Background: an optimization exercise with open tools, aiming at small area, a short achievable clock period and few clock cycles per item. Do not read the settings as production practice.
Where RTL was checked, it was by simulation tests only, not by an equivalence proof against the original.
No functional check of the RTL was part of run 4.
Power is estimated from default activity; no workload was simulated.

<file path="design/flow/flow/run.sh">
#!/bin/bash
# The standard layout (standard synthesis unchanged); every port still
# gets a buffer, but a plain buf_2 rather than the delay cell the resizer
# picks by default.
set -euo pipefail
bash standard.sh 'BUFFER_PORTS_ARGS=-buffer_cell sky130_fd_sc_hd__buf_2' finish > make_finish.log 2>&1
</file>
<file path="design/flow/config.mk">
export PLATFORM = sky130hd
export DESIGN_NAME = touch_pad_baseline_and_detect_unit
export DESIGN_NICKNAME = touch_pad_baseline_and_detect_unit
export VERILOG_FILES = /design/flow/design.v
export SDC_FILE = /design/flow/constraint.sdc
export NUM_CORES = 4
export LEC_CHECK = 0
export ABC_AREA = 1
export CAP_MARGIN = 20
export CORE_MARGIN = 2
export CORE_UTILIZATION = 40
export CTS_CLUSTER_DIAMETER = 100
export CTS_CLUSTER_SIZE = 24
export SETUP_SLACK_MARGIN = 5
export SLEW_MARGIN = 20
</file>
<file path="design/flow/standard.sh">
#!/bin/bash
# synth_recipe.tcl (not shown) runs the flow's synth.tcl, then flattens the netlist and writes it again
# the make line also repeats each setting of config.mk as NAME=value (left out here)
make -C /OpenROAD-flow-scripts/flow DESIGN_CONFIG=/design/flow/config.mk WORK_HOME=/design/flow/orfs CLKGATE_MAP_FILE= SYNTH_SCRIPT=/design/flow/synth_recipe.tcl "${@:-finish}"
</file>
<file path="design/flow/constraint.sdc">
create_clock -name core_clock -period 8.0 [get_ports {clk}]
set_input_delay 1.6000 -clock core_clock [delete_from_list [all_inputs] [get_ports {clk}]]
set_output_delay 1.6000 -clock core_clock [all_outputs]
set_load 0.01 [all_outputs]
</file>
<file path="design/flow/design.v">
package tpbd_pkg;
	localparam int PADDR_W = 4;
	localparam int PDATA_W = 32;
	localparam logic [1:0] REG_REPEAT_MODE    = 2'd0;
	localparam logic [1:0] REG_GATE_THRESHOLD = 2'd1;
	localparam logic [1:0] REG_MAX_COUNT      = 2'd2;
	localparam logic        RST_REPEAT_MODE    = 1'b0;
	localparam logic [15:0] RST_GATE_THRESHOLD = 16'd100;
	localparam logic [15:0] RST_MAX_COUNT      = 16'hFFFF;
	localparam logic ACTION_CAL  = 1'b0;
	localparam logic ACTION_SCAN = 1'b1;
	localparam logic KIND_CAL    = 1'b0;
	localparam logic KIND_SCAN   = 1'b1;
	localparam logic [2:0] SCAN_NORMAL  = 3'd3;
	localparam logic [2:0] SCAN_REPEAT  = 3'd6;
	localparam logic [1:0] LOCKOUT_LOAD = 2'd3;
	localparam logic [1:0] TS_IDLE = 2'd0;
	localparam logic [1:0] TS_CALC = 2'd1;
	localparam logic [1:0] TS_EMIT = 2'd2;
	localparam logic [2:0] CS_IDLE  = 3'd0;
	localparam logic [2:0] CS_PIVOT = 3'd1;
	localparam logic [2:0] CS_CMP   = 3'd2;
	localparam logic [2:0] CS_ACCUM = 3'd3;
	localparam logic [2:0] CS_DIV   = 3'd4;
endpackage
import tpbd_pkg::*;
module tpbd_gt #(
	parameter int W = 16
) (
	input  logic [W-1:0] a,
	input  logic [W-1:0] b,
	output logic         gt
);
	logic [W-1:0] g [$clog2(W)+1];
	logic [W-1:0] l [$clog2(W)+1];
	assign g[0] = a & ~b;
	assign l[0] = ~a & b;
	for (genvar k = 0; k < $clog2(W); k++) begin : g_lvl
		for (genvar i = 0; i < (W >> (k + 1)); i++) begin : g_node
			assign g[k+1][i] = g[k][2*i+1] | (~l[k][2*i+1] & g[k][2*i]);
			assign l[k+1][i] = l[k][2*i+1] | (~g[k][2*i+1] & l[k][2*i]);
		end
		if ((W >> (k + 1)) < W) begin : g_pad
			assign g[k+1][W-1:(W >> (k + 1))] = '0;
			assign l[k+1][W-1:(W >> (k + 1))] = '0;
		end
	end
	assign gt = g[$clog2(W)][0];
endmodule
module tpbd_trim_mean #(
	parameter int SAMPLE_W = 16,
	parameter int SUM_W    = 19
) (
	input  logic                clk,
	input  logic                arst_n,
	input  logic                wr_en,      
	input  logic                wr_first,   
	input  logic                wr_mid,     
	input  logic                wr_load,    
	input  logic [SAMPLE_W-1:0] wr_data,
	output logic [SUM_W-1:0]    sum
);
	logic [SAMPLE_W-1:0] lo1_q, lo2_q, hi1_q, hi2_q;
	logic [SAMPLE_W-1:0] add_q;
	logic                add_v_q, add_ld_q;
	logic [SUM_W-1:0]    sum_q;
	logic lt1, lt2, gt1, gt2;
	tpbd_gt #(.W(SAMPLE_W)) u_lt1 (.a(lo1_q),   .b(wr_data), .gt(lt1));
	tpbd_gt #(.W(SAMPLE_W)) u_lt2 (.a(lo2_q),   .b(wr_data), .gt(lt2));
	tpbd_gt #(.W(SAMPLE_W)) u_gt1 (.a(wr_data), .b(hi1_q),   .gt(gt1));
	tpbd_gt #(.W(SAMPLE_W)) u_gt2 (.a(wr_data), .b(hi2_q),   .gt(gt2));
	always_ff @(posedge clk) begin
		if (wr_en) begin
			if (wr_first) begin
				lo1_q <= wr_data;
				lo2_q <= '1;
				hi1_q <= wr_data;
				hi2_q <= '0;
			end else begin
				if (lt1) begin
					lo1_q <= wr_data;
					lo2_q <= lo1_q;
				end else if (lt2) begin
					lo2_q <= wr_data;
				end
				if (gt1) begin
					hi1_q <= wr_data;
					hi2_q <= hi1_q;
				end else if (gt2) begin
					hi2_q <= wr_data;
				end
			end
		end
		add_q <= lt2 ? lo2_q : (gt2 ? hi2_q : wr_data);
		if (add_v_q) begin
			sum_q <= (add_ld_q ? '0 : sum_q) + SUM_W'(add_q);
		end
	end
	always_ff @(posedge clk or negedge arst_n) begin
		if (!arst_n) begin
			add_v_q  <= 1'b0;
			add_ld_q <= 1'b0;
		end else begin
			add_v_q  <= wr_en && wr_mid;
			add_ld_q <= wr_en && wr_load;
		end
	end
	assign sum = sum_q;
endmodule
import tpbd_pkg::*;
module touch_pad_baseline_and_detect_unit #(
	parameter int CAL_SAMPLES   = 10,
	parameter int TRIM_EACH_END = 2,
	parameter int COUNT_WIDTH   = 16
) (
	input  logic                           clk,
	input  logic                           arst_n,
	input  logic                           in_valid,
	output logic                           in_stall,
	input  logic                           action,
	input  logic [15:0]                    charge_count,
	output logic                           out_valid,
	input  logic                           out_stall,
	output logic                           result_kind,
	output logic                           pressed,
	output logic [15:0]                    baseline_value,
	output logic                           cal_error,
	input  logic                           psel,
	input  logic                           penable,
	input  logic                           pwrite,
	input  logic [tpbd_pkg::PADDR_W-1:0]   paddr,
	input  logic [tpbd_pkg::PDATA_W-1:0]   pwdata,
	output logic [tpbd_pkg::PDATA_W-1:0]   prdata,
	output logic                           pready
);
	localparam int SUM_W = 19;
	function automatic logic [9:0] div3_8(input logic [1:0] r_in, input logic [7:0] b);
		logic [1:0] r;
		logic [7:0] q;
		r = r_in;
		for (int i = 7; i >= 0; i--) begin
			q[i] = r[1] | (r[0] & b[i]);
			r    = b[i] ? {r[1], ~(r[1] | r[0])} : {r[0], r[1]};
		end
		div3_8 = {r, q};
	endfunction
	logic        rep_q;
	logic [15:0] gate_q;
	logic [15:0] maxc_q;
	logic [15:0] rd_q;
	logic [2:0]  we_q;
	logic        cfg_acc;
	assign pready  = 1'b1;
	assign cfg_acc = psel && penable;
	always_ff @(posedge clk) begin
		we_q[0] <= psel && !penable && pwrite && (paddr[3:2] == REG_REPEAT_MODE);
		we_q[1] <= psel && !penable && pwrite && (paddr[3:2] == REG_GATE_THRESHOLD);
		we_q[2] <= psel && !penable && pwrite && (paddr[3:2] == REG_MAX_COUNT);
	end
	always_ff @(posedge clk or negedge arst_n) begin
		if (!arst_n) begin
			rep_q  <= RST_REPEAT_MODE;
			gate_q <= RST_GATE_THRESHOLD;
			maxc_q <= RST_MAX_COUNT;
		end else begin
			if (cfg_acc && we_q[0]) begin
				rep_q <= pwdata[0];
			end
			if (cfg_acc && we_q[1]) begin
				gate_q <= pwdata[15:0];
			end
			if (cfg_acc && we_q[2]) begin
				maxc_q <= pwdata[15:0];
			end
		end
	end
	always_ff @(posedge clk) begin
		unique case (paddr[3:2])
			REG_REPEAT_MODE:    rd_q <= {15'd0, rep_q};
			REG_GATE_THRESHOLD: rd_q <= gate_q;
			REG_MAX_COUNT:      rd_q <= maxc_q;
			default:            rd_q <= '0;
		endcase
	end
	assign prdata = {16'd0, rd_q};
	logic [3:0]  cal_idx_q, cal_idx_n;
	logic [2:0]  scnt_q, scnt_n;
	logic        stall_q, stall_n;
	logic        ic_q, is_q;           
	logic [15:0] id_q;                 
	logic        in_acc, cal_acc, scan_acc, cal_last;
	logic [2:0]  scnt_inc;
	logic        scan_done;
	assign in_acc   = in_valid && !stall_q;
	assign cal_acc  = in_acc && (action == ACTION_CAL);
	assign scan_acc = in_acc && (action == ACTION_SCAN);
	assign cal_last = (cal_idx_q == 4'd9);
	assign cal_idx_n = cal_acc ? (cal_last ? 4'd0 : cal_idx_q + 4'd1) : cal_idx_q;
	assign scnt_inc  = scnt_q + 3'd1;
	assign scan_done = scnt_inc >= (rep_q ? SCAN_REPEAT : SCAN_NORMAL);
	assign scnt_n    = scan_acc ? (scan_done ? 3'd0 : scnt_inc) : scnt_q;
	always_ff @(posedge clk) begin
		id_q <= charge_count;
	end
	logic        w_cal_first, w_cal_mid, w_cal_load, w_cal_last;
	logic        w_scan_first, w_scan_done;
	logic [SUM_W-1:0] sum;
	logic        pk_gt;
	logic [15:0] peak_q;
	assign w_cal_first  = (cal_idx_q == 4'd1);
	assign w_cal_load   = (cal_idx_q == 4'd5);
	assign w_cal_last   = (cal_idx_q == 4'd0);
	assign w_cal_mid    = w_cal_last || (cal_idx_q >= 4'd5);
	assign w_scan_done  = (scnt_q == 3'd0);
	assign w_scan_first = (scnt_q == 3'd1);
	tpbd_trim_mean #(
		.SAMPLE_W (16),
		.SUM_W    (SUM_W)
	) u_trim_mean (
		.clk      (clk),
		.arst_n   (arst_n),
		.wr_en    (ic_q),
		.wr_first (w_cal_first),
		.wr_mid   (w_cal_mid),
		.wr_load  (w_cal_load),
		.wr_data  (id_q),
		.sum      (sum)
	);
	tpbd_gt #(.W(16)) u_pk (.a(id_q), .b(peak_q), .gt(pk_gt));
	always_ff @(posedge clk) begin
		if (is_q && (w_scan_first || pk_gt)) begin
			peak_q <= id_q;
		end
	end
	logic        da, d1_q, d2_q, d3_q, d4_q;
	logic [15:0] base_q;
	logic [1:0]  rem_q;
	logic [9:0]  div_hi, div_lo;
	logic        ev_q;
	logic [1:0]  lock_q;
	assign da = ic_q && w_cal_last;
	assign div_hi = div3_8(sum[18:17], sum[16:9]);
	assign div_lo = div3_8(rem_q, sum[8:1]);
	always_ff @(posedge clk) begin
		if (d2_q) begin
			rem_q <= div_hi[9:8];
		end
	end
	logic [16:0] ea, eb, ec, es, ecy;
	logic [17:0] esum;
	logic        over, press;
	logic [1:0]  lock_cur, lock_hit;
	assign ea   = {1'b0, base_q};
	assign eb   = {1'b0, gate_q};
	assign ec   = {1'b1, ~peak_q};
	assign es   = ea ^ eb ^ ec;
	assign ecy  = (ea & eb) | (ea & ec) | (eb & ec);
	assign esum = {1'b0, es} + {ecy, 1'b1};
	assign over = !esum[17];
	assign lock_cur = rep_q ? 2'd0 : lock_q;
	assign press    = over && (lock_cur == 2'd0);
	assign lock_hit = over ? LOCKOUT_LOAD : lock_cur;
	logic ov_q, ov_n;
	logic okind_q, okind_n, opress_q, opress_n, ocerr_q, ocerr_n;
	logic p0v_q, p0v_n, p0_q, p0_n, p1v_q, p1v_n, p1_q, p1_n;
	logic free, cerr, pop, push;
	tpbd_gt #(.W(16)) u_cerr (.a(base_q), .b({1'b0, maxc_q[15:1]}), .gt(cerr));
	assign free = !ov_q || !out_stall;
	assign pop  = !d4_q && free && p0v_q;
	assign push = ev_q && (d4_q || !free || p0v_q);
	always_comb begin
		ov_n     = ov_q && out_stall;
		okind_n  = okind_q;
		opress_n = opress_q;
		ocerr_n  = ocerr_q;
		if (d4_q) begin
			ov_n     = 1'b1;
			okind_n  = KIND_CAL;
			opress_n = 1'b0;
			ocerr_n  = cerr;
		end else if (free && (p0v_q || ev_q)) begin
			ov_n     = 1'b1;
			okind_n  = KIND_SCAN;
			opress_n = p0v_q ? p0_q : press;
			ocerr_n  = 1'b0;
		end
	end
	always_comb begin
		p0v_n = p0v_q;
		p0_n  = p0_q;
		p1v_n = p1v_q;
		p1_n  = p1_q;
		if (pop) begin
			p0v_n = p1v_q;
			p0_n  = p1_q;
			p1v_n = 1'b0;
		end
		if (push) begin
			if (!p0v_n) begin
				p0v_n = 1'b1;
				p0_n  = press;
			end else begin
				p1v_n = 1'b1;
				p1_n  = press;
			end
		end
	end
	function automatic logic stall_f(
		input logic       acc,
		input logic       act,
		input logic       os,
		input logic [3:0] cidx,
		input logic [2:0] cnt,
		input logic       rep,
		input logic       ov,
		input logic       p0v,
		input logic       p1v,
		input logic       ev,
		input logic       d4,
		input logic       dwait,
		input logic       evn
	);
		logic       c_acc, s_acc, c_last, s_done, s_can, sd, fr, ovn, pp, ps, p0n, p1n;
		logic [2:0] need, cn;
		logic [1:0] nq;
		need   = rep ? SCAN_REPEAT : SCAN_NORMAL;
		c_acc  = acc && !act;
		s_acc  = acc && act;
		c_last = c_acc ? (cidx == 4'd8) : (cidx == 4'd9);
		s_done = (cnt + 3'd1) >= need;
		cn     = s_acc ? (s_done ? 3'd0 : cnt + 3'd1) : cnt;
		s_can  = (cn + 3'd1) >= need;
		sd     = s_acc && s_done;
		fr     = !ov || !os;
		ovn    = d4 || (fr && (p0v || ev)) || (ov && os);
		pp     = !d4 && fr && p0v;
		ps     = ev && (d4 || !fr || p0v);
		p0n    = pp ? p1v : p0v;
		p1n    = pp ? 1'b0 : p1v;
		if (ps) begin
			if (!p0n) p0n = 1'b1;
			else      p1n = 1'b1;
		end
		nq      = 2'(p0n) + 2'(p1n) + 2'(evn) + 2'(sd);
		stall_f = (c_last && (ovn || p0n || evn || sd)) ||
			(s_can && ((c_acc && (cidx == 4'd9)) || dwait || (nq >= 2'd2)));
	endfunction
	logic [7:0] stall_c;
	logic       ev_n;
	assign ev_n = is_q && w_scan_done;
	for (genvar c = 0; c < 8; c++) begin : g_stall
		assign stall_c[c] = stall_f(c[2], c[1], c[0], cal_idx_q, scnt_q, rep_q,
			ov_q, p0v_q, p1v_q, ev_q, d4_q, da, ev_n);
	end
	assign stall_n = stall_c[{in_acc, action, out_stall}];
	always_ff @(posedge clk or negedge arst_n) begin
		if (!arst_n) begin
			cal_idx_q <= '0;
			scnt_q    <= '0;
			stall_q   <= 1'b0;
			ic_q      <= 1'b0;
			is_q      <= 1'b0;
			lock_q    <= '0;
			base_q    <= '0;
			d1_q      <= 1'b0;
			d2_q      <= 1'b0;
			d3_q      <= 1'b0;
			d4_q      <= 1'b0;
			ev_q      <= 1'b0;
			p0v_q     <= 1'b0;
			p1v_q     <= 1'b0;
			ov_q      <= 1'b0;
		end else begin
			cal_idx_q <= cal_idx_n;
			scnt_q    <= scnt_n;
			stall_q   <= stall_n;
			ic_q      <= cal_acc;
			is_q      <= scan_acc;
			d1_q      <= da;
			d2_q      <= d1_q;
			d3_q      <= d2_q;
			d4_q      <= d3_q;
			ev_q      <= ev_n;
			p0v_q     <= p0v_n;
			p1v_q     <= p1v_n;
			ov_q      <= ov_n;
			if (ev_q) begin
				lock_q <= (lock_hit != 2'd0) ? lock_hit - 2'd1 : 2'd0;
			end
			if (d2_q) begin
				base_q[15:8] <= div_hi[7:0];
			end
			if (d3_q) begin
				base_q[7:0] <= div_lo[7:0];
			end
		end
	end
	always_ff @(posedge clk) begin
		okind_q  <= okind_n;
		opress_q <= opress_n;
		ocerr_q  <= ocerr_n;
		p0_q     <= p0_n;
		p1_q     <= p1_n;
	end
	assign in_stall       = stall_q;
	assign out_valid      = ov_q;
	assign result_kind    = okind_q;
	assign pressed        = opress_q;
	assign baseline_value = base_q;
	assign cal_error      = ocerr_q;
endmodule
</file>
==> results of run 1 <==
layout by cell type, fill, tap and decap left out, drive strengths merged, types with 2 or more instances in the layout:
master / Yosys / final
conb: 2 / 17
nand3b: 3 / 3
nor4: 2 / 2
clkbuf: 19 / 18
dfxtp: 54 / 54
o2111ai: 2 / 2
edfxtp: 103 / 103
buf: 29 / 90
a22oi: 2 / 2
o311ai: 2 / 2
nor3b: 2 / 2
nand2: 234 / 234
o31ai: 11 / 11
dfrtp: 52 / 52
fa: 19 / 19
o21ai: 169 / 169
xnor2: 8 / 8
a2111oi: 2 / 2
a31oi: 24 / 24
ha: 39 / 39
clkinvlp: 0 / 3
o221ai: 2 / 2
inv: 234 / 234
clkinv: 2 / 3
o22ai: 30 / 30
nor2: 177 / 177
o21bai: 6 / 6
o211ai: 26 / 26
xor2: 12 / 12
nand4: 9 / 9
dfstp: 19 / 19
nand3: 36 / 36
a21oi: 76 / 76
nor3: 21 / 21
power by group through the flow:
stage / logic, uW / registers, uW / clock network, uW
6_report: 2170 / 1840 / 688
5_1_grt: 2520 / 1880 / 756
4_1_cts: 2130 / 1830 / 716
3_5_place_dp: 2090 / 1860 / 0
3_3_place_gp: 2030 / 1860 / 0
2_1_floorplan: 1620 / 1820 / 0
cells in the mapped netlist (3+ instances only):
cell type / number / area (um^2)
sky130_fd_sc_hd__a21oi_1: 76 / 380
sky130_fd_sc_hd__a31oi_1: 24 / 150
sky130_fd_sc_hd__buf_2: 9 / 45.0
sky130_fd_sc_hd__buf_4: 17 / 128
sky130_fd_sc_hd__clkbuf_1: 19 / 71.3
sky130_fd_sc_hd__dfrtp_1: 52 / 1300
sky130_fd_sc_hd__dfstp_2: 19 / 499
sky130_fd_sc_hd__dfxtp_1: 54 / 1080
sky130_fd_sc_hd__edfxtp_1: 103 / 3090
sky130_fd_sc_hd__fa_1: 19 / 380
sky130_fd_sc_hd__ha_1: 39 / 488
sky130_fd_sc_hd__inv_1: 226 / 848
sky130_fd_sc_hd__inv_2: 7 / 26.3
sky130_fd_sc_hd__nand2_1: 234 / 878
sky130_fd_sc_hd__nand3_1: 36 / 180
sky130_fd_sc_hd__nand3b_1: 3 / 22.5
sky130_fd_sc_hd__nand4_1: 9 / 56.3
sky130_fd_sc_hd__nor2_1: 176 / 661
sky130_fd_sc_hd__nor3_1: 21 / 105
sky130_fd_sc_hd__o211ai_1: 26 / 195
sky130_fd_sc_hd__o21ai_0: 151 / 756
sky130_fd_sc_hd__o21ai_1: 18 / 90.1
sky130_fd_sc_hd__o21bai_1: 6 / 45.0
sky130_fd_sc_hd__o22ai_1: 30 / 188
sky130_fd_sc_hd__o31ai_1: 9 / 67.6
sky130_fd_sc_hd__xnor2_1: 8 / 70.1
sky130_fd_sc_hd__xor2_1: 12 / 105
logic make-up after synthesis:
kind of cell               count (synthesis)  synth area share (%)
other                                      2                0.0615
DFF                                      228                  48.9
buffers and inverters                    284                  9.49
and+or+nand+nor                          485                  15.9
adders and majority gates                 58                  7.11
AOI/OAI and AO/OA                        362                  17.0
muxes                                      1                0.0922
xor gates and xnor gates                  20                  1.43
worst max-delay path: cells and delay by family, from the launching register on:
kind	cells	cell delay, ns
flip-flops	1	0.53
XOR/XNOR	1	0.12
buffers and inverters	1	0.11
adder cells (fa/ha/maj)	2	0.63
AO/OA/AOI/OAI	4	0.73
AND/OR/NAND/NOR	5	0.62
metal layers:
layer / global-route usage [%] / vias to the layer above / share of wire [%] / wire length, um
met4: 2.61 / 0 / 1.1 / 300
met2: 28.4 / 163 / 46 / 11900
met3: 1.91 / 17 / 4.0 / 1050
met5: 0 / - / 0 / 0
li1: - / 4925 / - / -
met1: 23.8 / 4344 / 49 / 12900
worst max-delay path by stage:
stage	from	end
2_1_floorplan	u_trim_mean.add_ld_q$_DFF_PN0_	u_trim_mean.sum_q[14]$_DFFE_PP_
3_3_place_gp	u_trim_mean.add_ld_q$_DFF_PN0_	u_trim_mean.sum_q[14]$_DFFE_PP_
3_5_place_dp	u_trim_mean.add_ld_q$_DFF_PN0_	u_trim_mean.sum_q[14]$_DFFE_PP_
4_1_cts	u_trim_mean.add_ld_q$_DFF_PN0_	u_trim_mean.sum_q[14]$_DFFE_PP_
5_1_grt	scnt_q[0]$_DFFE_PN0P_	stall_q$_DFF_PN0_
6_report	u_trim_mean.add_ld_q$_DFF_PN0_	u_trim_mean.sum_q[14]$_DFFE_PP_
through the flow:
step / util (%) / total power, uW
CTS: 44.6 / 4680
floorplan: - / 3440
detailed placement: 43.2 / 3950
global placement: 43.2 / 3890
global route: 45.1 / 5150
finish: 45.1 / 4700
timing repair:
action | 4_1_cts | 5_1_grt
gates resized for setup | 9 | 27
setup buffers | 4 | 5
gates cloned | 0 | 1
pin swaps | 2 | 3
endpoints found under the setup margin | 53 | 94
layout make-up:
type,instances,area share (%)
clock buffers,18,2.56
multi-input cells,943,38.8
well taps,390,3.62
inverters,236,6.66
flip-flops and latches,228,44.5
repair buffers,90,3.68
repair inverters,1,0.0558
clock inverters,3,0.130
registers in the layout, indices dropped and copies added (netlist names), 2 cells and up:
register,flops
u_trim_mean.lo2_q,16
rd_q,16
lock_q,2
u_trim_mean.hi2_q,16
cal_idx_q,4
id_q,16
base_q,16
maxc_q,16
peak_q,16
u_trim_mean.hi1_q,16
we_q,3
scnt_q,3
u_trim_mean.add_q,16
u_trim_mean.sum_q,19
u_trim_mean.lo1_q,16
gate_q,16
rem_q,2
==> Implementation_results.wiki, run 1 <==
{| class="wikitable"
! Metric !! Value
|-
| VDD IR-drop max || around 150 uV
|-
| Via count of the first global-routing pass || 8972
|-
| Master of the slowest instance on the critical path || sky130_fd_sc_hd__dfrtp_4
|-
| Number of violations reported at the end of detailed-routing iteration 0 || ~530
|-
| Sequential power share || between 30% and 40%
|-
| Setup violations, final || 0
|-
| Clock network latency to the later pin of the worst-skew pair || approximately 0.48 ns
|-
| Number of warning messages in the yosys log || 5
|-
| Layout-stage area growth over the synthesis result || 10.2%
|-
| Avg WL per Cell || 13.7 um
|-
| Crit share post-route || 37.2%
|-
| Launch point of the worst reg-to-reg path || u_trim_mean.add_ld_q$_DFF_PN0_
|-
| CP Max Fanout || 3
|-
| Final number of hold-violating endpoints || 0
|-
| Height of the die || 179 um
|-
| Initial cell density of the core || approximately 41%
|-
| Buffers added on ports || just under 80
|-
| Max_slew headroom || between 30 and 40%
|-
| Layout Skew || between 0.015 and 0.02 ns
|-
| Startpoint of the lowest-slack hold path || d1_q$_DFF_PN0_
|-
| Worst-Margin Slew || 0.933 ns
|-
| # Max-Cap Violations || 0
|-
| Total power density per cell area || approximately 350 nW/um^2
|-
| Total of flip-flops plus latches after synthesis || between 200 and 250
|-
| Mapped cell area || around 12000 um^2
|-
| Power Internal || 2750 uW
|-
| Non-filler cells in the finished layout || between 1500 and 2000
|-
| GRT Total Usage || between 10% and 20%
|-
| Cells along the critical path || nor2_1 > ha_2 > inv_1 > fa_2 > nor3_1 > nor2_1 > o21ai_2 > a21boi_0 > o21ai_1 > a21oi_1 > nor2_1 > nor2_1 > xnor2_1
|-
| Post-route minimum period || slightly below 3 ns
|-
| Average size of a mapped cell || 8.48 um^2
|-
| Register area || between 5000 and 6000 um^2
|-
| Endpoint class of the critical path || flip-flop
|-
| Maximum number of pins on one net before global-route repair || between 70 and 80
|-
| Post-CTS Hold Buffers || 0
|-
| Detailed-routing iteration count for the pre-antenna-repair pass || 5
|-
| Synthesized instance count || around 1400
|-
| Clock-pin slew on the worst setup and hold paths || approximately 0.090 ns
|-
| Crit path launch type || flip-flop
|-
| Peak clock frequency supported by timing || roughly 340 MHz
|-
| FF-to-FF path depth || 13
|-
| DRC violations left || 0
|-
| Run status || timing/DRC/antenna clean
|-
| Post-route worst hold slack || around 0.36 ns
|-
| TritonCTS Buffers || 13
|-
| Fill cell instance count of the final layout || slightly below 3000
|-
| Comb power frac || 46.2%
|-
| Switch share || a little over 40%
|-
| Share of synthesized area occupied by flip-flops and latches || 48.9%
|-
| Count of pins on the block boundary || 114
|-
| Final-report max-slew violation count || 0
|-
| Clock network fraction of design power || between 10 and 15%
|-
| Final antenna-violating net count || 0
|-
| Max incr delay on CP || 0.53 ns
|-
| Final weighted congestion of routability-driven global placement || slightly above 0.8
|-
| Post-synth EDFFs || around 100
|-
| Critical path arrival || 3.21 ns
|-
| Total instance count after detailed placement || 1878
|-
| Critical Setup Path Class || flip-flop to flip-flop
|-
| Share of cells above drive strength 1 || roughly 11%
|-
| R2r endpoint || u_trim_mean.sum_q[14]$_DFFE_PP_
|-
| Number of sinks handled by clock tree synthesis || around 230
|-
| Die width || ~180 um
|-
| Leakage power of the design || roughly 0.006 uW
|-
| Maximum level of the CTS H-tree || 1
|-
| Fraction of registers with async set/reset || approximately 31%
|-
| Pre-CTS worst setup slack || 4.58 ns
|-
| Final TNS setup || 0 ns
|-
| Clock buffer depth || 3
|-
| Hold Path Sink || d2_q$_DFF_PN0_
|-
| Initial antenna violation count || 0
|-
| Wire length reported by the detailed router || roughly 26000 um
|-
| Depth of the worst hold-timing path || 0
|-
| Final critical-path setup slack || 5.02 ns
|-
| HPWL after detailed placement || 20100 um
|-
| WP data required || a little over 8 ns
|-
| Placement row count || 63
|-
| Die area || roughly 32000 um^2
|-
| Class of the tightest hold or removal check || flip-flop to flip-flop
|-
| Reported net switching power || ~1900 uW
|-
| Critical path's most frequent cell || sky130_fd_sc_hd__nor2_1
|-
| Primary flip-flop cell chosen by synthesis mapping || sky130_fd_sc_hd__edfxtp_1
|-
| Multi-input combinational cell area || roughly 5200 um^2
|-
| Remaining global-route overflow || 0
|-
| Flop2flop setup slack || 5.02 ns
|-
| Clock tree from TritonCTS || built
|-
| RSZ-0062 raised after global routing || false
|-
| Vias post-DR || between 9000 and 10000
|-
| Distinct cells, synth || 54
|-
| Core Region || 29900 um^2
|-
| Root Buffer Master || sky130_fd_sc_hd__clkbuf_16
|-
| Fin area || roughly 13000 um^2
|-
| Placed inst area || 12900 um^2
|-
| Average via count per standard cell || 4.95
|-
| Global-route wire length before repair || 43400 um
|-
| Post-layout nets || between 1500 and 2000
|-
| Antenna diode instance count || 0
|}
Testbench counts, summed over its fixed seeds: cycles 5,272, results 1,600.
==> inputs of run 2 (changes only) <==
--- a/design/flow/design.v
+++ b/design/flow/design.v
@@ -32,19 +32,22 @@
 	output logic         gt
 );
-	logic [W-1:0] g [$clog2(W)+1];
-	logic [W-1:0] l [$clog2(W)+1];
-	assign g[0] = a & ~b;
-	assign l[0] = ~a & b;
-	for (genvar k = 0; k < $clog2(W); k++) begin : g_lvl
-		for (genvar i = 0; i < (W >> (k + 1)); i++) begin : g_node
+	localparam int L = $clog2(W);
+	localparam int P = 1 << L;
+	logic [P-1:0] ap, bp;
+	logic [P-1:0] g [L+1];
+	logic [P-1:0] l [L+1];
+	assign ap   = a;
+	assign bp   = b;
+	assign g[0] = ap & ~bp;
+	assign l[0] = ~ap & bp;
+	for (genvar k = 0; k < L; k++) begin : g_lvl
+		for (genvar i = 0; i < (P >> (k + 1)); i++) begin : g_node
 			assign g[k+1][i] = g[k][2*i+1] | (~l[k][2*i+1] & g[k][2*i]);
 			assign l[k+1][i] = l[k][2*i+1] | (~g[k][2*i+1] & l[k][2*i]);
 		end
-		if ((W >> (k + 1)) < W) begin : g_pad
-			assign g[k+1][W-1:(W >> (k + 1))] = '0;
-			assign l[k+1][W-1:(W >> (k + 1))] = '0;
-		end
+		assign g[k+1][P-1:(P >> (k + 1))] = '0;
+		assign l[k+1][P-1:(P >> (k + 1))] = '0;
 	end
-	assign gt = g[$clog2(W)][0];
+	assign gt = g[L][0];
 endmodule
 module tpbd_trim_mean #(
@@ -57,5 +60,5 @@
 	input  logic                wr_first,   
 	input  logic                wr_mid,     
-	input  logic                wr_load,    
+	input  logic                wr_clear,   
 	input  logic [SAMPLE_W-1:0] wr_data,
 	output logic [SUM_W-1:0]    sum
@@ -63,5 +66,4 @@
 	logic [SAMPLE_W-1:0] lo1_q, lo2_q, hi1_q, hi2_q;
 	logic [SAMPLE_W-1:0] add_q;
-	logic                add_v_q, add_ld_q;
 	logic [SUM_W-1:0]    sum_q;
 	logic lt1, lt2, gt1, gt2;
@@ -92,17 +94,6 @@
 			end
 		end
-		add_q <= lt2 ? lo2_q : (gt2 ? hi2_q : wr_data);
-		if (add_v_q) begin
-			sum_q <= (add_ld_q ? '0 : sum_q) + SUM_W'(add_q);
-		end
-	end
-	always_ff @(posedge clk or negedge arst_n) begin
-		if (!arst_n) begin
-			add_v_q  <= 1'b0;
-			add_ld_q <= 1'b0;
-		end else begin
-			add_v_q  <= wr_en && wr_mid;
-			add_ld_q <= wr_en && wr_load;
-		end
+		add_q <= (wr_en && wr_mid) ? (lt2 ? lo2_q : (gt2 ? hi2_q : wr_data)) : '0;
+		sum_q <= (wr_en && wr_clear) ? '0 : sum_q + SUM_W'(add_q);
 	end
 	assign sum = sum_q;
@@ -203,5 +194,5 @@
 		id_q <= charge_count;
 	end
-	logic        w_cal_first, w_cal_mid, w_cal_load, w_cal_last;
+	logic        w_cal_first, w_cal_mid, w_cal_clear, w_cal_last;
 	logic        w_scan_first, w_scan_done;
 	logic [SUM_W-1:0] sum;
@@ -209,5 +200,5 @@
 	logic [15:0] peak_q;
 	assign w_cal_first  = (cal_idx_q == 4'd1);
-	assign w_cal_load   = (cal_idx_q == 4'd5);
+	assign w_cal_clear  = (cal_idx_q == 4'd4);
 	assign w_cal_last   = (cal_idx_q == 4'd0);
 	assign w_cal_mid    = w_cal_last || (cal_idx_q >= 4'd5);
@@ -223,5 +214,5 @@
 		.wr_first (w_cal_first),
 		.wr_mid   (w_cal_mid),
-		.wr_load  (w_cal_load),
+		.wr_clear (w_cal_clear),
 		.wr_data  (id_q),
 		.sum      (sum)
@@ -248,6 +239,5 @@
 	end
 	logic [16:0] ea, eb, ec, es, ecy;
-	logic [17:0] esum;
-	logic        over, press;
+	logic        ecarry, over, press;
 	logic [1:0]  lock_cur, lock_hit;
 	assign ea   = {1'b0, base_q};
@@ -256,6 +246,6 @@
 	assign es   = ea ^ eb ^ ec;
 	assign ecy  = (ea & eb) | (ea & ec) | (eb & ec);
-	assign esum = {1'b0, es} + {ecy, 1'b1};
-	assign over = !esum[17];
+	tpbd_gt #(.W(17)) u_over (.a(es), .b(~{ecy[15:0], 1'b1}), .gt(ecarry));
+	assign over = !ecarry;
 	assign lock_cur = rep_q ? 2'd0 : lock_q;
 	assign press    = over && (lock_cur == 2'd0);
==> design/flow/run.sh (new file) <==
#!/bin/bash
# synth_recipe.tcl (not shown) runs the flow's synth.tcl, then flattens the netlist and writes it again
# the make line also repeats each setting of config.mk as NAME=value (left out here)
make -C /OpenROAD-flow-scripts/flow DESIGN_CONFIG=/design/flow/config.mk WORK_HOME=/design/flow/orfs CLKGATE_MAP_FILE= SYNTH_SCRIPT=/design/flow/synth_recipe.tcl finish
removed: design/flow/flow/run.sh
removed: design/flow/standard.sh
==> run 2 against run 1 <==
Compared with the run above: routed wire length increased by 2.6%; clock skew increased by 0.0035 ns; sequential share of layout area decreased by 2.6 points; synthesized area decreased by 1.0%; largest cell class unchanged; register-to-register slack improved by 0.11 ns; global-route usage increased by 0.48 points; still clean on timing, DRC and antenna; count of clock-buffer cells in the layout increased by 1; clock power increased by 1%.
==> Implementation_results.wiki, run 2 <==
{| class="wikitable"
! Metric !! Value
|-
| Antenna diode instance count || 0 (unchanged)
|-
| Core Region || 29700 um^2 (-0.53%)
|-
| Dominant cells by area after synthesis || sky130_fd_sc_hd__edfxtp_1, sky130_fd_sc_hd__dfxtp_1, sky130_fd_sc_hd__dfrtp_1
|-
| Met3 track demand over resource in global routing || 1.76% (-0.15 points)
|-
| Distinct cells, synth || 54 (unchanged)
|-
| Capture point of the critical path || prdata[4]
|-
| Most flops, register || u_trim_mean.sum_q
|-
| Startpoint of the lowest-slack hold path || d1_q$_DFF_PN0_
|-
| Non-filler cells in the finished layout || 1959 (+2.6%)
|-
| Average via count per standard cell || 4.99 (+0.86%)
|-
| Pre-CTS worst setup slack || 4.44 ns (-0.148 ns)
|-
| Peak clock frequency supported by timing || 340 MHz (+1.2%)
|-
| Post-CTS Hold Buffers || 0 (unchanged)
|-
| Cell types with the highest counts after synthesis || sky130_fd_sc_hd__nand2_1, sky130_fd_sc_hd__inv_1, sky130_fd_sc_hd__o21ai_0
|-
| Die width || 178 um (-0.51%)
|-
| WP data required || 6.40 ns (-1.83 ns)
|-
| Commonest non-fill, non-tap cell in the layout || sky130_fd_sc_hd__nand2_1
|-
| Fraction of synthesized cell area taken by the top area cell type || 20.9% (-4.5 points)
|-
| Post-synth EDFFs || 84 (-18%)
|-
| Final-report max-slew violation count || 0 (unchanged)
|-
| Synthesized instance count || 1485 (+3.1%)
|-
| GRT Total Usage || 17.3% (+0.48 points)
|-
| Count of pins on the block boundary || 114 (unchanged)
|-
| VDD IR-drop max || 147 uV (-1.1%)
|-
| Vias post-DR || 9780 (+3.5%)
|-
| Global-route wire length before repair || 44500 um (+2.5%)
|-
| Leakage power of the design || 0.00617 uW (+2.8%)
|-
| Remaining global-route overflow || 0 (unchanged)
|-
| Master of the slowest instance on the critical path || sky130_fd_sc_hd__clkdlybuf4s50_1
|-
| Launch point of the worst reg-to-reg path || id_q[12]$_DFF_P_
|-
| Final weighted congestion of routability-driven global placement || 0.851 (+3.2%)
|-
| Grt met2 use || 29.2% (+0.82 points)
|-
| Share of synthesized area occupied by flip-flops and latches || 47.4% (-1.5 points)
|-
| Class of the tightest hold or removal check || flip-flop to flip-flop
|-
| Fraction of registers with async set/reset || 30.5% (-0.61 points)
|-
| Most used standard cell by instance count after synthesis || sky130_fd_sc_hd__nand2_1
|-
| Wire length reported by the detailed router || 26900 um (+2.6%)
|-
| Final number of hold-violating endpoints || 0 (unchanged)
|-
| Die area || 31600 um^2 (-1.0%)
|-
| Number of cells on the critical path || 1 (-12)
|-
| Post-layout nets || 1666 (+2.1%)
|-
| Buffers added on ports || 78 (unchanged)
|-
| Number of warning messages in the yosys log || 8 (+3)
|-
| Dominant cell type by area after synthesis || sky130_fd_sc_hd__edfxtp_1
|-
| Setup violations, final || 0 (unchanged)
|-
| Number of violations reported at the end of detailed-routing iteration 0 || 772 (+46%)
|-
| Number of sinks handled by clock tree synthesis || 226 (-0.88%)
|-
| Crit path launch type || flip-flop
|-
| Highest-utilization routing layer at the global route stage || met2
|-
| Clock buffer depth || 3 (unchanged)
|-
| Crit share post-route || 36.7% (-0.45 points)
|-
| Crit path launch || rd_q[4]$_DFF_P_
|-
| Mapped cell area || 12100 um^2 (-1.0%)
|-
| DRC violations left || 0 (unchanged)
|-
| Placement row count || 63 (unchanged)
|-
| Via count of the first global-routing pass || 9354 (+4.3%)
|-
| Critical path arrival || 1.34 ns (-1.87 ns)
|-
| TritonCTS Buffers || 13 (unchanged)
|-
| Clock network latency to the later pin of the worst-skew pair || 0.48 ns (about the same)
|-
| Max_slew headroom || 36.2% (-1.5 points)
|-
| Total of flip-flops plus latches after synthesis || 226 (-0.88%)
|-
| Layout-stage area growth over the synthesis result || 13.6%
|-
| Share of cells above drive strength 1 || 7.46% (-3.6 points)
|-
| Detailed-routing iteration count for the pre-antenna-repair pass || 5 (unchanged)
|-
| Endpoint class of the critical path || output port
|-
| Max incr delay on CP || 0.53 ns (about the same)
|-
| Flop2flop setup slack || 5.13 ns (+0.11 ns)
|-
| Clock-pin slew on the worst setup and hold paths || 0.10 ns (about the same)
|-
| Critical Setup Path Class || flip-flop to output port
|-
| Most frequent cells in the layout || sky130_fd_sc_hd__nand2_1, sky130_fd_sc_hd__inv_1, sky130_fd_sc_hd__o21ai_0, sky130_fd_sc_hd__nor2_1, sky130_fd_sc_hd__a21oi_1
|-
| Height of the die || 178 um (-0.51%)
|-
| HPWL after detailed placement || 20500 um (+2.1%)
|-
| Fill cell instance count of the final layout || 2916 (-1.5%)
|-
| Bufs and invs on worst path || 1 (unchanged)
|-
| Avg WL per Cell || 13.7 um (about the same)
|-
| Root Buffer Master || sky130_fd_sc_hd__clkbuf_16
|-
| CP Max Fanout || 1 (-2)
|-
| Final core utilization || 46.2% (+1.1 points)
|-
| Met1 Usage GRT || 23.9% (+0.11 points)
|-
| Worst-Margin Slew || 0.954 ns (+0.0207 ns)
|-
| R2r endpoint || u_trim_mean.lo2_q[0]$_SDFFCE_PN1P_
|-
| Layout Skew || 0.0203 ns (+0.00353 ns)
|-
| Clock tree from TritonCTS || built
|-
| Average size of a mapped cell || 8.14 um^2 (-4.0%)
|-
| Maximum level of the CTS H-tree || 1 (unchanged)
|-
| Maximum number of pins on one net before global-route repair || 70 (-2.8%)
|-
| Primary flip-flop cell chosen by synthesis mapping || sky130_fd_sc_hd__edfxtp_1
|-
| Run status || timing/DRC/antenna clean
|-
| Initial cell density of the core || 40.7% (-0.21 points)
|-
| Final critical-path setup slack || 5.06 ns (+0.0363 ns)
|-
| Initial antenna violation count || 0 (unchanged)
|-
| Post-route worst hold slack || 0.361 ns (+0.00247 ns)
|-
| Flip-flop count of the largest register after layout || 19 (unchanged)
|-
| Final TNS setup || 0 ns (unchanged)
|-
| Final antenna-violating net count || 0 (unchanged)
|-
| Post-route minimum period || 2.94 ns (-0.0363 ns)
|-
| Cell family with the largest share of critical-path delay || buffers and inverters
|-
| RSZ-0062 raised after global routing || false
|-
| Cells along the critical path || clkdlybuf4s50_1
|-
| # Max-Cap Violations || 0 (unchanged)
|-
| Total instance count after detailed placement || 1919 (+2.2%)
|-
| FF-to-FF path depth || 11 (-2)
|-
| Total power density per cell area || 314 nW/um^2 (-10%)
|}
-- run 2: cell count changes after synthesis, moves of 7 or more --
cell	previous run	this run
sky130_fd_sc_hd__o22ai_1	30	14
sky130_fd_sc_hd__o21ai_0	151	181
sky130_fd_sc_hd__edfxtp_1	103	84
sky130_fd_sc_hd__nand3_1	36	48
sky130_fd_sc_hd__xnor2_1	8	1
sky130_fd_sc_hd__a21oi_1	76	91
sky130_fd_sc_hd__xor2_1	12	3
sky130_fd_sc_hd__nand2_1	234	257
sky130_fd_sc_hd__ha_1	39	24
sky130_fd_sc_hd__nand4_1	9	16
sky130_fd_sc_hd__or2_2	0	9
sky130_fd_sc_hd__nor2_1	176	156
sky130_fd_sc_hd__dfxtp_1	54	73
-- run 2: timing repair --
action / CTS / global route
pin swaps: 1 / 5
setup buffers: 13 / 6
gates resized for setup: 34 / 23
endpoints found under the setup margin: 59 / 75
-- run 2: cells by family after synthesis --
logic type      after synthesis  synth area share (%)
compound gates              402                  18.8
xor+xnor                      4                 0.290
fa+ha+maj                    43                  5.63
buf+inv                     290                  9.95
flops                       226                  47.4
mux                           1                0.0932
other cells                   2                0.0621
simple gates                517                  17.7
-- run 2: how the worst min path moves through the flow --
stage | endpoint | slack (ns) | depth (start not counted)
after global placement | d2_q$_DFF_PN0_ | 0.33 | 0
after detailed placement | d2_q$_DFF_PN0_ | 0.34 | 0
final | d2_q$_DFF_PN0_ | 0.36 | 0
after global routing | d2_q$_DFF_PN0_ | 0.37 | 0
after floorplan | d2_q$_DFF_PN0_ | 0.33 | 0
after CTS | d2_q$_DFF_PN0_ | 0.36 | 0
-- run 2: area by class of cell --
cell class	instances	area, um^2	area share, %
inverters	238	903	6.58
repair buffers	100	941	6.85
clock inverters	2	16.3	0.118
clock buffers	19	358	2.61
flip-flops and latches	226	5740	41.8
multi-input cells	984	5280	38.5
well taps	390	488	3.55
-- run 2: power by group --
group / switching (uW) / total (uW) / internal, uW
clock network: 380 / 697 / 318
logic: 1160 / 1920 / 760
registers: 200 / 1690 / 1490
total: 1740 / 4310 / 2570
-- run 2: per-layer routing --
| metal | vias up | routed length, um |
|---|---|---|
| li1 | 5091 | - |
| met1 | 4447 | 12900 |
| met2 | 208 | 12300 |
| met3 | 34 | 1110 |
| met4 | 0 | 544 |
| met5 | - | 0 |
-- run 2: per-stage QoR --
step	area, um^2	total power (uW)
after floorplan	12100	3050
after global placement	13100	3480
after detailed placement	13100	3530
after CTS	13600	4310
after global routing	13700	4720
final	13700	4310
Testbench counts of run 2, summed over its fixed seeds: cycles 5,272, results 1,600.
==> inputs of run 3 (changes only) <==
==> design/flow/flow/run.sh (new file) <==
#!/bin/bash
# The standard layout with the standard synthesis unchanged. Two changes
# to how the layout is made: every port still gets a buffer, but a plain
# buf_2 rather than the delay cell the resizer picks by default; and the
# setup repair aims a little further below the clock period.
set -euo pipefail
bash standard.sh 'BUFFER_PORTS_ARGS=-buffer_cell sky130_fd_sc_hd__buf_2' SETUP_SLACK_MARGIN=5.3 finish > make_finish.log 2>&1
==> design/flow/standard.sh (new file) <==
#!/bin/bash
# synth_recipe.tcl (not shown) runs the flow's synth.tcl, then flattens the netlist and writes it again
# the make line also repeats each setting of config.mk as NAME=value (left out here)
make -C /OpenROAD-flow-scripts/flow DESIGN_CONFIG=/design/flow/config.mk WORK_HOME=/design/flow/orfs CLKGATE_MAP_FILE= SYNTH_SCRIPT=/design/flow/synth_recipe.tcl "${@:-finish}"
--- a/design/flow/config.mk
+++ b/design/flow/config.mk
@@ -12,4 +12,3 @@
 export CTS_CLUSTER_DIAMETER = 100
 export CTS_CLUSTER_SIZE = 24
-export SETUP_SLACK_MARGIN = 5
 export SLEW_MARGIN = 20
removed: design/flow/run.sh
==> run 3 against run 2 <==
Compared with the run above: synthesized area is the same; critical path type unchanged; synthesized cell count is the same; utilization fell by 0.72 points; routed wire length grew 1.2%; sequential power hardly changed; clock skew rose by 0.0047 ns; critical path depth stayed put; combinational power up 3%; worst setup slack better by 0.25 ns.
==> Implementation_results.wiki, run 3 <==
{| class="wikitable"
! Metric !! Value
|-
| CP Max Fanout || 4 (+3)
|-
| Crit share post-route || 33.6% (-3.1 points)
|-
| Remaining global-route overflow || 0 (unchanged)
|-
| Vias post-DR || 9915 (+1.4%)
|-
| Non-filler cells in the finished layout || 1964 (+0.26%)
|-
| Maximum level of the CTS H-tree || 1 (unchanged)
|-
| Number of sinks handled by clock tree synthesis || 226 (unchanged)
|-
| Core Region || 29700 um^2 (unchanged)
|-
| Post-layout nets || 1671 (+0.30%)
|-
| Commonest non-fill, non-tap cell in the layout || sky130_fd_sc_hd__nand2_1
|-
| Clock tree from TritonCTS || built
|-
| VDD IR-drop max || 188 uV (+28%)
|-
| Setup violations, final || 0 (unchanged)
|-
| Layout Skew || 0.0251 ns (+0.00474 ns)
|-
| Bufs and invs on worst path || 1 (unchanged)
|-
| Dominant cell type by area after synthesis || sky130_fd_sc_hd__edfxtp_1
|-
| Fraction of registers with async set/reset || 30.5% (unchanged)
|-
| # Max-Cap Violations || 0 (unchanged)
|-
| Post-CTS Hold Buffers || 0 (unchanged)
|-
| WP data required || 6.40 ns (about the same)
|-
| Share of synthesized area occupied by flip-flops and latches || 47.4% (unchanged)
|-
| Number of violations reported at the end of detailed-routing iteration 0 || 677 (-12%)
|-
| Root Buffer Master || sky130_fd_sc_hd__clkbuf_16
|-
| Number of warning messages in the yosys log || 8 (unchanged)
|-
| Final TNS setup || 0 ns (unchanged)
|-
| Post-route minimum period || 2.69 ns (-0.248 ns)
|-
| HPWL after detailed placement || 20700 um (+0.93%)
|-
| DRC violations left || 0 (unchanged)
|-
| Final weighted congestion of routability-driven global placement || 0.866 (+1.7%)
|-
| Master of the slowest instance on the critical path || sky130_fd_sc_hd__dfrtp_1
|-
| Endpoint class of the critical path || output port
|-
| Placement row count || 63 (unchanged)
|-
| Distinct cells, synth || 54 (unchanged)
|-
| Cell types with the highest counts after synthesis || sky130_fd_sc_hd__nand2_1, sky130_fd_sc_hd__inv_1, sky130_fd_sc_hd__o21ai_0
|-
| Final-report max-slew violation count || 0 (unchanged)
|-
| Total of flip-flops plus latches after synthesis || 226 (unchanged)
|-
| Average via count per standard cell || 5.05 (+1.1%)
|-
| Average size of a mapped cell || 8.14 um^2 (unchanged)
|-
| Total instance count after detailed placement || 1920 (+0.052%)
|-
| Most used standard cell by instance count after synthesis || sky130_fd_sc_hd__nand2_1
|-
| Initial antenna violation count || 0 (unchanged)
|-
| Height of the die || 178 um (unchanged)
|-
| Layout-stage area growth over the synthesis result || 11.9%
|-
| Crit path launch type || flip-flop
|-
| Fill cell instance count of the final layout || 2929 (+0.45%)
|-
| Initial cell density of the core || 40.7% (unchanged)
|-
| Critical Setup Path Class || flip-flop to output port
|-
| Total power density per cell area || 323 nW/um^2 (+2.8%)
|-
| Clock buffer depth || 3 (unchanged)
|-
| Antenna diode instance count || 0 (unchanged)
|-
| Final antenna-violating net count || 0 (unchanged)
|-
| Mapped cell area || 12100 um^2 (unchanged)
|-
| Leakage power of the design || 0.00611 uW (-0.98%)
|-
| Flip-flop count of the largest register after layout || 19 (unchanged)
|-
| Clock-pin slew on the worst setup and hold paths || 0.10 ns (about the same)
|-
| Dominant cells by area after synthesis || sky130_fd_sc_hd__edfxtp_1, sky130_fd_sc_hd__dfxtp_1, sky130_fd_sc_hd__dfrtp_1
|-
| Primary flip-flop cell chosen by synthesis mapping || sky130_fd_sc_hd__edfxtp_1
|-
| Share of cells above drive strength 1 || 14.0% (+6.6 points)
|-
| Post-synth EDFFs || 84 (unchanged)
|-
| Most flops, register || u_trim_mean.sum_q
|-
| RSZ-0062 raised after global routing || true
|-
| Worst-Margin Slew || 0.966 ns (+0.0115 ns)
|-
| Die width || 178 um (unchanged)
|-
| Class of the tightest hold or removal check || flip-flop to flip-flop
|-
| Run status || timing/DRC/antenna clean
|-
| Total power of the final layout || 4370 uW (+1.3%)
|-
| Final number of hold-violating endpoints || 0 (unchanged)
|-
| Cells along the critical path || buf_2
|-
| Clock network latency to the later pin of the worst-skew pair || 0.48 ns (about the same)
|-
| Critical path arrival || 1.09 ns (-0.25 ns)
|-
| Most frequent cells in the layout || sky130_fd_sc_hd__nand2_1, sky130_fd_sc_hd__inv_1, sky130_fd_sc_hd__o21ai_0, sky130_fd_sc_hd__nor2_1, sky130_fd_sc_hd__a21oi_1
|-
| Global-route wire length before repair || 44400 um (-0.31%)
|-
| Avg WL per Cell || 13.8 um (+0.94%)
|-
| Count of pins on the block boundary || 114 (unchanged)
|-
| Max incr delay on CP || 0.45 ns (-0.08 ns)
|-
| Synthesized instance count || 1485 (unchanged)
|-
| Detailed-routing iteration count for the pre-antenna-repair pass || 5 (unchanged)
|-
| Via count of the first global-routing pass || 9309 (-0.48%)
|-
| GRT Total Usage || 17.3% (about the same)
|-
| Final core utilization || 45.5% (-0.72 points)
|-
| Die area || 31600 um^2 (unchanged)
|-
| Cell family with the largest share of critical-path delay || flip-flops
|-
| TritonCTS Buffers || 13 (unchanged)
|-
| Buffers added on ports || 78 (unchanged)
|-
| Peak clock frequency supported by timing || 372 MHz (+9.2%)
|-
| Maximum number of pins on one net before global-route repair || 70 (unchanged)
|-
| Max_slew headroom || 35.5% (-0.77 points)
|-
| Wire length reported by the detailed router || 27200 um (+1.2%)
|-
| Fraction of synthesized cell area taken by the top area cell type || 20.9% (unchanged)
|}
[run 3: cell counts after synthesis]
No cell type changed its count.
[run 3: cells by family (layout without fill, tap and decap cells)]
group                      after synthesis  count (layout)  synth area share, %
buffers and inverters                  290             364                 9.95
adders and majority gates               43              43                 5.63
muxes                                    1               1               0.0932
xor gates and xnor gates                 4               4                0.290
other                                    2              17               0.0621
AOI/OAI and AO/OA                      402             402                 18.8
DFF                                    226             226                 47.4
and+or+nand+nor                        517             517                 17.7
[run 3: final cells by class]
| type | instances | area, um^2 | area share (%) |
|---|---|---|---|
| Tap cell | 390 | 488 | 3.61 |
| Inverter | 238 | 913 | 6.76 |
| Sequential cell | 226 | 5760 | 42.6 |
| Clock buffer | 20 | 352 | 2.60 |
| Timing Repair Buffer | 105 | 628 | 4.65 |
| Clock inverter | 1 | 16.3 | 0.120 |
| Multi-Input combinational cell | 984 | 5370 | 39.7 |
[run 3: worst paths after layout]
| path | slack (ns) | start | end | cells after the start |
|---|---|---|---|---|
| hold reg to reg | 0.37 | d1_q$_DFF_PN0_ | d2_q$_DFF_PN0_ | 0 |
| setup reg to reg | 5.33 | scnt_q[0]$_DFFE_PN0P_ | stall_q$_DFF_PN0_ | 15 |
| setup / recovery | 5.31 | base_q[8]$_DFFE_PN0P_ | baseline_value[8] | 1 |
| min in group asynchronous | 1.31 | arst_n | base_q[1]$_DFFE_PN0P_ | 2 |
| max in group asynchronous | 6.03 | arst_n | scnt_q[0]$_DFFE_PN0P_ | 2 |
| hold / removal | 0.37 | d1_q$_DFF_PN0_ | d2_q$_DFF_PN0_ | 0 |
[run 3: through the flow]
step           hold WS (ns)  worst slack, ns  instance area (um^2)
2_1_floorplan         0.331             5.20                 12100
3_3_place_gp          0.338             4.79                 12800
3_5_place_dp          0.340             4.77                 12800
4_1_cts               0.369             5.14                 13300
5_1_grt               0.380             5.18                 13500
6_report              0.367             5.31                 13500
[run 3: per-layer routing]
layer / routed length (um) / up-vias / GRT usage, % / part of all wire, %
met3: 1040 / 37 / 1.82 / 3.8
li1: - / 5091 / - / -
met5: 0 / - / 0.481 / 0
met1: 13300 / 4573 / 24.1 / 49
met4: 626 / 0 / 4.27 / 2.3
met2: 12300 / 214 / 28.9 / 45
[run 3: what timing repair did]
action                     4_1_cts  5_1_grt
setup buffers                   14        9
setup endpoints to repair       95       91
cloned                           0        0
pin swaps                        5       13
gates resized for setup         28       39
[run 3: power by group]
part           internal [uW]  switching, uW
Combinational            776           1200
Clock                    312            382
Sequential              1490            206
==> inputs of run 4 (changes only) <==
--- a/design/flow/design.v
+++ b/design/flow/design.v
@@ -175,20 +175,18 @@
 	end
 	assign prdata = {16'd0, rd_q};
-	logic [3:0]  cal_idx_q, cal_idx_n;
-	logic [2:0]  scnt_q, scnt_n;
+	logic [4:0]  cj_q, cj_n;           
+	logic [4:0]  st_q, st_n;           
 	logic        stall_q, stall_n;
 	logic        ic_q, is_q;           
 	logic [15:0] id_q;                 
 	logic        in_acc, cal_acc, scan_acc, cal_last;
-	logic [2:0]  scnt_inc;
 	logic        scan_done;
 	assign in_acc   = in_valid && !stall_q;
 	assign cal_acc  = in_acc && (action == ACTION_CAL);
 	assign scan_acc = in_acc && (action == ACTION_SCAN);
-	assign cal_last = (cal_idx_q == 4'd9);
-	assign cal_idx_n = cal_acc ? (cal_last ? 4'd0 : cal_idx_q + 4'd1) : cal_idx_q;
-	assign scnt_inc  = scnt_q + 3'd1;
-	assign scan_done = scnt_inc >= (rep_q ? SCAN_REPEAT : SCAN_NORMAL);
-	assign scnt_n    = scan_acc ? (scan_done ? 3'd0 : scnt_inc) : scnt_q;
+	assign cal_last = !cj_q[3] && cj_q[4];
+	assign cj_n     = cal_acc ? {cj_q[3:0], !cj_q[4]} : cj_q;
+	assign scan_done = rep_q ? st_q[4] : st_q[1];
+	assign st_n      = scan_acc ? (scan_done ? 5'd0 : {st_q[3:0], 1'b1}) : st_q;
 	always_ff @(posedge clk) begin
 		id_q <= charge_count;
@@ -199,10 +197,10 @@
 	logic        pk_gt;
 	logic [15:0] peak_q;
-	assign w_cal_first  = (cal_idx_q == 4'd1);
-	assign w_cal_clear  = (cal_idx_q == 4'd4);
-	assign w_cal_last   = (cal_idx_q == 4'd0);
-	assign w_cal_mid    = w_cal_last || (cal_idx_q >= 4'd5);
-	assign w_scan_done  = (scnt_q == 3'd0);
-	assign w_scan_first = (scnt_q == 3'd1);
+	assign w_cal_first  = cj_q[0] && !cj_q[1];
+	assign w_cal_clear  = cj_q[3] && !cj_q[4];
+	assign w_cal_last   = !cj_q[4] && !cj_q[0];
+	assign w_cal_mid    = cj_q[4] || !cj_q[0];
+	assign w_scan_done  = !st_q[0];
+	assign w_scan_first = st_q[0] && !st_q[1];
 	tpbd_trim_mean #(
 		.SAMPLE_W (16),
@@ -297,28 +295,25 @@
 	end
 	function automatic logic stall_f(
-		input logic       acc,
-		input logic       act,
-		input logic       os,
-		input logic [3:0] cidx,
-		input logic [2:0] cnt,
-		input logic       rep,
-		input logic       ov,
-		input logic       p0v,
-		input logic       p1v,
-		input logic       ev,
-		input logic       d4,
-		input logic       dwait,
-		input logic       evn
+		input logic acc,
+		input logic act,
+		input logic os,
+		input logic c8,       
+		input logic c9,       
+		input logic s_done,   
+		input logic s_next,   
+		input logic ov,
+		input logic p0v,
+		input logic p1v,
+		input logic ev,
+		input logic d4,
+		input logic dwait,
+		input logic evn
 	);
-		logic       c_acc, s_acc, c_last, s_done, s_can, sd, fr, ovn, pp, ps, p0n, p1n;
-		logic [2:0] need, cn;
+		logic       c_acc, s_acc, c_last, s_can, sd, fr, ovn, pp, ps, p0n, p1n;
 		logic [1:0] nq;
-		need   = rep ? SCAN_REPEAT : SCAN_NORMAL;
 		c_acc  = acc && !act;
 		s_acc  = acc && act;
-		c_last = c_acc ? (cidx == 4'd8) : (cidx == 4'd9);
-		s_done = (cnt + 3'd1) >= need;
-		cn     = s_acc ? (s_done ? 3'd0 : cnt + 3'd1) : cnt;
-		s_can  = (cn + 3'd1) >= need;
+		c_last = c_acc ? c8 : c9;
+		s_can  = s_acc ? (!s_done && s_next) : s_done;
 		sd     = s_acc && s_done;
 		fr     = !ov || !os;
@@ -334,5 +329,5 @@
 		nq      = 2'(p0n) + 2'(p1n) + 2'(evn) + 2'(sd);
 		stall_f = (c_last && (ovn || p0n || evn || sd)) ||
-			(s_can && ((c_acc && (cidx == 4'd9)) || dwait || (nq >= 2'd2)));
+			(s_can && ((c_acc && c9) || dwait || (nq >= 2'd2)));
 	endfunction
 	logic [7:0] stall_c;
@@ -340,5 +335,6 @@
 	assign ev_n = is_q && w_scan_done;
 	for (genvar c = 0; c < 8; c++) begin : g_stall
-		assign stall_c[c] = stall_f(c[2], c[1], c[0], cal_idx_q, scnt_q, rep_q,
+		assign stall_c[c] = stall_f(c[2], c[1], c[0], cj_q[4] && cj_q[3] && !cj_q[2],
+			cal_last, scan_done, rep_q ? st_q[3] : st_q[0],
 			ov_q, p0v_q, p1v_q, ev_q, d4_q, da, ev_n);
 	end
@@ -346,6 +342,6 @@
 	always_ff @(posedge clk or negedge arst_n) begin
 		if (!arst_n) begin
-			cal_idx_q <= '0;
-			scnt_q    <= '0;
+			cj_q      <= '0;
+			st_q      <= '0;
 			stall_q   <= 1'b0;
 			ic_q      <= 1'b0;
@@ -362,6 +358,6 @@
 			ov_q      <= 1'b0;
 		end else begin
-			cal_idx_q <= cal_idx_n;
-			scnt_q    <= scnt_n;
+			cj_q      <= cj_n;
+			st_q      <= st_n;
 			stall_q   <= stall_n;
 			ic_q      <= cal_acc;
--- a/design/flow/flow/run.sh
+++ b/design/flow/flow/run.sh
@@ -5,3 +5,3 @@
 # setup repair aims a little further below the clock period.
 set -euo pipefail
-bash standard.sh 'BUFFER_PORTS_ARGS=-buffer_cell sky130_fd_sc_hd__buf_2' SETUP_SLACK_MARGIN=5.3 finish > make_finish.log 2>&1
+bash standard.sh 'BUFFER_PORTS_ARGS=-buffer_cell sky130_fd_sc_hd__buf_2' SETUP_SLACK_MARGIN=5.4 finish > make_finish.log 2>&1
==> run 4 against run 3 <==
Compared with the run above: largest power group unchanged; clock power increased by 12%; cell area increased by 3.0%; still clean on timing, DRC and antenna; critical path depth increased by 1; via count grew 4.4%; sequential cell count grew 3; cell count increased by 2.0%; combinational power rose by 8%; power is 8.6% higher; global-route usage up 1.6 points; utilization grew 1.2 points; routed wire length rose by 11%.
==> Implementation_results.wiki, run 4 <==
{| class="wikitable"
! Metric !! Value
|-
| Crit path launch || base_q[0]$_DFFE_PN0P_
|-
| Mapped cell area || 12200 um^2 (+0.86%)
|-
| Wire length reported by the detailed router || 30100 um (+11%)
|-
| TritonCTS Buffers || 14 (+1)
|-
| Die width || 179 um (+0.42%)
|-
| Height of the die || 179 um (+0.42%)
|-
| Layout Skew || 0.0272 ns (+0.00216 ns)
|-
| GRT Total Usage || 18.9% (+1.6 points)
|-
| Average via count per standard cell || 5.16 (+2.3%)
|-
| Most frequent cells in the layout || sky130_fd_sc_hd__nand2_1, sky130_fd_sc_hd__inv_1, sky130_fd_sc_hd__nor2_1, sky130_fd_sc_hd__o21ai_0, sky130_fd_sc_hd__nand3_1
|-
| Post-route minimum period || 2.73 ns (+0.0393 ns)
|-
| WP data required || 6.40 ns (about the same)
|-
| Final antenna-violating net count || 0 (unchanged)
|-
| Number of violations reported at the end of detailed-routing iteration 0 || 728 (+7.5%)
|-
| Commonest non-fill, non-tap cell in the layout || sky130_fd_sc_hd__nand2_1
|-
| Final critical-path setup slack || 5.27 ns (-0.0393 ns)
|-
| Endpoint class of the critical path || output port
|-
| Placement row count || 63 (unchanged)
|-
| Share of synthesized area occupied by flip-flops and latches || 47.7% (+0.21 points)
|-
| Average size of a mapped cell || 8.09 um^2 (-0.61%)
|-
| Die area || 31900 um^2 (+0.84%)
|-
| Capture point of the critical path || baseline_value[0]
|-
| Vias post-DR || 10348 (+4.4%)
|-
| Most used standard cell by instance count after synthesis || sky130_fd_sc_hd__nand2_1
|-
| Max_slew headroom || 36.3% (+0.85 points)
|-
| Post-synth EDFFs || 84 (unchanged)
|-
| Final-report max-slew violation count || 0 (unchanged)
|-
| Synthesized instance count || 1507 (+1.5%)
|-
| FF-to-FF path depth || 12 (-3)
|-
| Flop2flop setup slack || 5.47 ns (+0.14 ns)
|-
| Primary flip-flop cell chosen by synthesis mapping || sky130_fd_sc_hd__edfxtp_1
|-
| Pre-CTS worst setup slack || 4.76 ns (-0.00782 ns)
|-
| Critical Setup Path Class || flip-flop to output port
|-
| Maximum level of the CTS H-tree || 1 (unchanged)
|-
| Post-CTS Hold Buffers || 0 (unchanged)
|-
| Fin area || 13900 um^2 (+3.0%)
|-
| Avg WL per Cell || 15.0 um (+8.6%)
|-
| Total power density per cell area || 340 nW/um^2 (+5.4%)
|-
| Setup violations, final || 0 (unchanged)
|-
| Count of pins on the block boundary || 114 (unchanged)
|-
| Initial cell density of the core || 40.9% (+0.24 points)
|-
| Post-layout nets || 1701 (+1.8%)
|-
| Worst-Margin Slew || 0.955 ns (-0.0104 ns)
|-
| Crit path launch type || flip-flop
|-
| Final TNS setup || 0 ns (unchanged)
|-
| Layout-stage area growth over the synthesis result || 14.2%
|-
| Buffers added on ports || 78 (unchanged)
|-
| Flip-flop count of the largest register after layout || 19 (unchanged)
|-
| Launch point of the worst reg-to-reg path || base_q[3]$_DFFE_PN0P_
|-
| Clock tree from TritonCTS || built
|-
| Dominant cells by area after synthesis || sky130_fd_sc_hd__edfxtp_1, sky130_fd_sc_hd__dfxtp_1, sky130_fd_sc_hd__dfrtp_1
|-
| Clock-pin slew on the worst setup and hold paths || 0.10 ns (about the same)
|-
| Global-route wire length before repair || 48100 um (+8.3%)
|-
| Maximum number of pins on one net before global-route repair || 73 (+4.3%)
|-
| Number of sinks handled by clock tree synthesis || 229 (+1.3%)
|-
| Distinct cells, synth || 55 (+1.9%)
|-
| Share of cells above drive strength 1 || 15.9% (+1.8 points)
|-
| Final weighted congestion of routability-driven global placement || 0.866 (about the same)
|-
| Peak clock frequency supported by timing || 366 MHz (-1.4%)
|-
| Fraction of registers with async set/reset || 31.4% (+0.91 points)
|-
| Crit share post-route || 34.1% (+0.49 points)
|-
| Fill cell instance count of the final layout || 2900 (-0.99%)
|-
| Leakage power of the design || 0.00632 uW (+3.4%)
|-
| Core Region || 29800 um^2 (+0.27%)
|-
| Clock network latency to the later pin of the worst-skew pair || 0.49 ns (about the same)
|-
| VDD IR-drop max || 193 uV (+2.5%)
|-
| Dominant cell type by area after synthesis || sky130_fd_sc_hd__edfxtp_1
|-
| CP Max Fanout || 2 (-2)
|-
| Final number of hold-violating endpoints || 0 (unchanged)
|-
| Run status || timing/DRC/antenna clean
|-
| RSZ-0062 raised after global routing || true
|-
| Clock buffer depth || 3 (unchanged)
|-
| Antenna diode instance count || 0 (unchanged)
|-
| Cell types with the highest counts after synthesis || sky130_fd_sc_hd__nand2_1, sky130_fd_sc_hd__inv_1, sky130_fd_sc_hd__nor2_1
|-
| Class of the tightest hold or removal check || flip-flop to flip-flop
|-
| Fraction of synthesized cell area taken by the top area cell type || 20.7% (-0.18 points)
|-
| Detailed-routing iteration count for the pre-antenna-repair pass || 6 (+1)
|-
| Most flops, register || u_trim_mean.sum_q
|-
| Total of flip-flops plus latches after synthesis || 229 (+1.3%)
|-
| Root Buffer Master || sky130_fd_sc_hd__clkbuf_16
|-
| R2r endpoint || p0_q$_DFF_P_
|-
| Via count of the first global-routing pass || 9619 (+3.3%)
|-
| Number of warning messages in the yosys log || 8 (unchanged)
|-
| Remaining global-route overflow || 0 (unchanged)
|-
| # Max-Cap Violations || 0 (unchanged)
|-
| Initial antenna violation count || 0 (unchanged)
|-
| Placed inst area || 12900 um^2 (+0.82%)
|-
| DRC violations left || 0 (unchanged)
|-
| HPWL after detailed placement || 22500 um (+8.6%)
|-
| Critical path arrival || 1.13 ns (+0.04 ns)
|}
-- run 4: layout make-up --
type	instances	area [um^2]	share of cell area, %
inverter	229	886	6.36
clock buffer	21	418	3.00
timing repair buffer	122	825	5.92
clock inverter	3	37.5	0.270
sequential	229	5840	41.9
tap	390	488	3.50
multi-input combinational	1010	5430	39.0
-- run 4: per-layer routing --
layer | vias to the layer above | part of all wire (%) | track usage, %
met5 | - | 0 | 0
met4 | 0 | 2.5 | 4.91
met3 | 47 | 4.4 | 1.75
met2 | 286 | 48 | 32.9
met1 | 4795 | 45 | 25.2
li1 | 5220 | - | -
-- run 4: metrics by stage --
stage | hold WS, ns | utilization [%] | instances | total power, uW
final | 0.360 | 46.7 | 2004 | 4740
after global routing | 0.369 | 46.7 | 2004 | 5160
after CTS | 0.366 | 45.7 | 1982 | 4670
after detailed placement | 0.343 | 43.2 | 1938 | 3760
after global placement | 0.333 | 43.2 | 1938 | 3700
after floorplan | 0.331 | - | 1522 | 3280
-- run 4: worst min-delay path by stage --
| stage | end | start | depth (start not counted) |
|---|---|---|---|
| 2_1_floorplan | d2_q$_DFF_PN0_ | d1_q$_DFF_PN0_ | 0 |
| 3_3_place_gp | d2_q$_DFF_PN0_ | d1_q$_DFF_PN0_ | 0 |
| 3_5_place_dp | d2_q$_DFF_PN0_ | d1_q$_DFF_PN0_ | 0 |
| 4_1_cts | d2_q$_DFF_PN0_ | d1_q$_DFF_PN0_ | 0 |
| 5_1_grt | d2_q$_DFF_PN0_ | d1_q$_DFF_PN0_ | 0 |
| 6_report | d2_q$_DFF_PN0_ | d1_q$_DFF_PN0_ | 0 |
-- run 4: power by group --
part	leakage [uW]	internal, uW	switching, uW	total [uW]
clock network	0.000222	375	405	780
registers	0.00225	1570	260	1830
logic	0.00384	821	1310	2130
total	0.00632	2760	1980	4740
-- run 4: critical path: stages (launching register included) --
cell and delay [ns]:
sky130_fd_sc_hd__dfrtp_2 0.42, sky130_fd_sc_hd__buf_6 0.12, sky130_fd_sc_hd__buf_6 0.11
-- run 4: logic make-up (layout without fill, tap and decap cells) --
group / Yosys count / count (layout) / share of synthesized area [%]
compound gates: 355 / 356 / 16.4
xor+xnor: 1 / 1 / 0.0719
fa+ha+maj: 35 / 35 / 4.76
buf+inv: 285 / 375 / 9.61
flops: 229 / 229 / 47.7
mux: 2 / 2 / 0.185
other cells: 2 / 17 / 0.0616
simple gates: 598 / 599 / 21.3
-- run 4: what timing repair did --
action	CTS	global route
gates cloned	1	1
buffers inserted	19	21
pin swaps	2	5
setup endpoints to repair	140	146
gates resized for setup	35	44
